This is an optimization exercise on Yosys and OpenROAD, whose aim is small area, a short achievable clock period and few clock cycles per item, not a production implementation.
The RTL was checked by simulation tests, not by an equivalence proof against the original design.

==> inputs of nickel <==
==> flow/design.v (excerpt) <==
module instr_register_pipe #(
  parameter  int OP_WIDTH = 32,
  parameter  int DEPTH    = 32,
  parameter  int ADDR_W   = $clog2(DEPTH),
  localparam int OPCODE_W = 4,
  localparam int INSTR_W  = OPCODE_W + 4 * OP_WIDTH
) (
  input  logic                       clk,
  input  logic                       reset_n,
  input  logic                       wr_valid,
  output logic                       wr_ready,
  input  logic [OPCODE_W-1:0]        opcode,
  input  logic signed [OP_WIDTH-1:0] operand_a,
  input  logic signed [OP_WIDTH-1:0] operand_b,
  input  logic [ADDR_W-1:0]          write_pointer,
  input  logic                       rd_en,
  input  logic [ADDR_W-1:0]          read_pointer,
  output logic                       rd_valid,
  output logic [INSTR_W-1:0]         instruction_word,
  output logic                       div_by_zero
);
  localparam logic [OPCODE_W-1:0] PASSA = 4'd1;
  localparam logic [OPCODE_W-1:0] PASSB = 4'd2;
  localparam logic [OPCODE_W-1:0] ADD   = 4'd3;
  localparam logic [OPCODE_W-1:0] SUB   = 4'd4;
  localparam logic [OPCODE_W-1:0] MULT  = 4'd5;
  localparam logic [OPCODE_W-1:0] DIV   = 4'd6;
  localparam logic [OPCODE_W-1:0] MOD   = 4'd7;
  localparam int W     = OP_WIDTH;
  localparam int RES_W = 2 * OP_WIDTH;
  logic                accept;
  logic                in_div, in_bz, in_multi;
  logic                s_vld;           
  logic [OPCODE_W-1:0] s_op;
  logic [W-1:0]        s_a, s_b;
  logic [ADDR_W-1:0]   s_wp;
  logic                s_pa, s_pb, s_add, s_sub, s_mul, s_dq, s_dr;
  assign accept = wr_valid && wr_ready;
  assign in_div = (opcode == DIV) || (opcode == MOD);
  ...
export LEC_CHECK = 0
export CAP_MARGIN = 20
export CORE_MARGIN = 2
export CORE_UTILIZATION = 45
export CTS_BUF_LIST = sky130_fd_sc_hd__clkbuf_4 sky130_fd_sc_hd__clkbuf_8
export SLEW_MARGIN = 20
create_clock -name core_clock -period 12.0 [get_ports {clk}]
standard.sh (not shown) runs the stock make flow with config.mk's settings and CLKGATE_MAP_FILE= SYNTH_SCRIPT=/design/flow/synth_recipe.tcl, a recipe that flattens the netlist after the stock synthesis.
==> flow/flow/run.sh <==
#!/bin/bash
set -euo pipefail
bash standard.sh SETUP_SLACK_MARGIN=7.5 finish > standard_flow.log 2>&1
==> inputs of umber, as changes to nickel <==
==> flow/flow/run.sh (replaced) <==
#!/bin/bash
set -euo pipefail
bash standard.sh SETUP_SLACK_MARGIN=7 finish > standard_flow.log 2>&1
==> inputs of sierra, as changes to nickel <==
==> flow/run.sh (new file) <==
#!/bin/bash
# synth_recipe.tcl (not shown) runs the flow's synth.tcl, then flattens the netlist and writes it again
# the make line also repeats each setting of config.mk as NAME=value (left out here)
make -C /OpenROAD-flow-scripts/flow DESIGN_CONFIG=/design/flow/config.mk WORK_HOME=/design/flow/orfs CLKGATE_MAP_FILE= SYNTH_SCRIPT=/design/flow/synth_recipe.tcl finish
CORE_UTILIZATION = 60   (was 45)
SETUP_SLACK_MARGIN = 5   (was default)
removed: flow/flow/run.sh
removed: flow/standard.sh
==> impl_metrics.py <==
metrics = {
    "run_status": {
        "status": "finished clean",
    },
    "floorplanning": {
        "die-area_sq_um": 528000,
        "start_util_pct": 45.1,
    },
    "cts": {
        "post_cts_buffers": 666,
        "clock_latency_ns": 1.37,
    },
    "drt": {
        "wl_met1_mm": 399,
        "drt-initial-drc-count": 33100,
    },
    "setup_path": {
        "critPathBufInv": 2,
    },
    "min_path": {
        "holdPathEnd": "u_divider.cnt[8]",
    },
    "grt": {
        "grtUsageTotal_pct": 41.0,
    },
    "timing": {
        "rsz0062_at_grt": "yes",
        "worst_pin_slew_ns": 1.30,
    },
}
(the above is from nickel)
==> impl_metrics.py <==
metrics = {
    "yosys": {
        "synth_top_family_by_area": "compound AO/OA/AOI/OAI gates",
        "yosysTopAreaCell": "edfxtp_1",
        "syn-num-nets": 18700,
        "ys_ff_latch": 5063,
    },
    "timing": {
        "rsz0062_at_grt": "yes",
        "finalWorstSetupSlack_ns": 6.70,
    },
    "drt": {
        "wl_met1_mm": 390,
        "drt-initial-drc-count": 30000,
    },
    "setup_path": {
        "crit_family": "adder cells",
        "arrival_ns": 6.51,
        "critPathBufInv": 2,
    },
    "cts": {
        "post_cts_buffers": 256,
    },
    "floorplanning": {
        "start_util_pct": 45.1,
        "die-area_sq_um": 528000,
    },
    "min_path": {
        "holdPathEnd": "u_divider.cnt[6]",
    },
    "run_status": {
        "status": "finished clean",
    },
}
(the above is from umber)
==> impl_metrics.py <==
metrics = {
    "drt": {
        "wl_met1_mm": 324,
        "drt-initial-drc-count": 30900,
    },
    "cts": {
        "clock_latency_ns": 1.30,
        "post_cts_buffers": 1,
    },
    "floorplanning": {
        "die-area_sq_um": 397000,
        "start_util_pct": 60.4,
    },
    "run_status": {
        "status": "finished clean",
    },
    "grt": {
        "grt_pass1_wl_mm": 1280,
        "grtUsageTotal_pct": 46.1,
    },
    "setup_path": {
        "critPathBufInv": 7,
    },
    "timing": {
        "finalHoldViolations": 0,
        "rsz0062_at_grt": "no",
    },
}
(the above is from sierra)
Testbench counts of nickel, summed over its fixed seeds: cycles 3,057, items 2,048.
Testbench counts of umber, summed over its fixed seeds: cycles 3,057, items 2,048.
Testbench counts of sierra, summed over its fixed seeds: cycles 3,057, items 2,048.

-- port drivers added, routing unchanged --
Ports are ideal in the flow. The routed layouts listed here were re-timed in OpenROAD.
Step 1 sets driving cells, clkbuf_16 on the clock port and buf_2 on the other inputs (assumed; they add their load-dependent delay and slew).
Step 2 adds t to the input delays and takes it off the output delays; t is the mean of the earliest and latest rising clock arrival at the registers after step 1. Input paths then give back, and output paths get back, about the clock's delay inside the block.
a / b / c = ideal / step 1 / step 2; a / b = the first two.
run | shift t [ns] | slack for setup (ns) | worst setup path after step 2 | worst slew at a driven data input, ns | pins driven straight from the clock port
nickel | 1.425 | 6.802 / 6.802 / 5.577 | input to register | 0.31 | 1
umber | 1.431 | 6.696 / 6.696 / 5.330 | input to register | 0.29 | 1
sierra | 1.377 | 5.112 / 5.112 / 4.228 | input to register | 0.16 | 1
After both steps every run listed still meets setup and hold. The setup slack of umber, which loses most, moves by 0.000 ns with the drivers and by -1.366 ns with both steps.
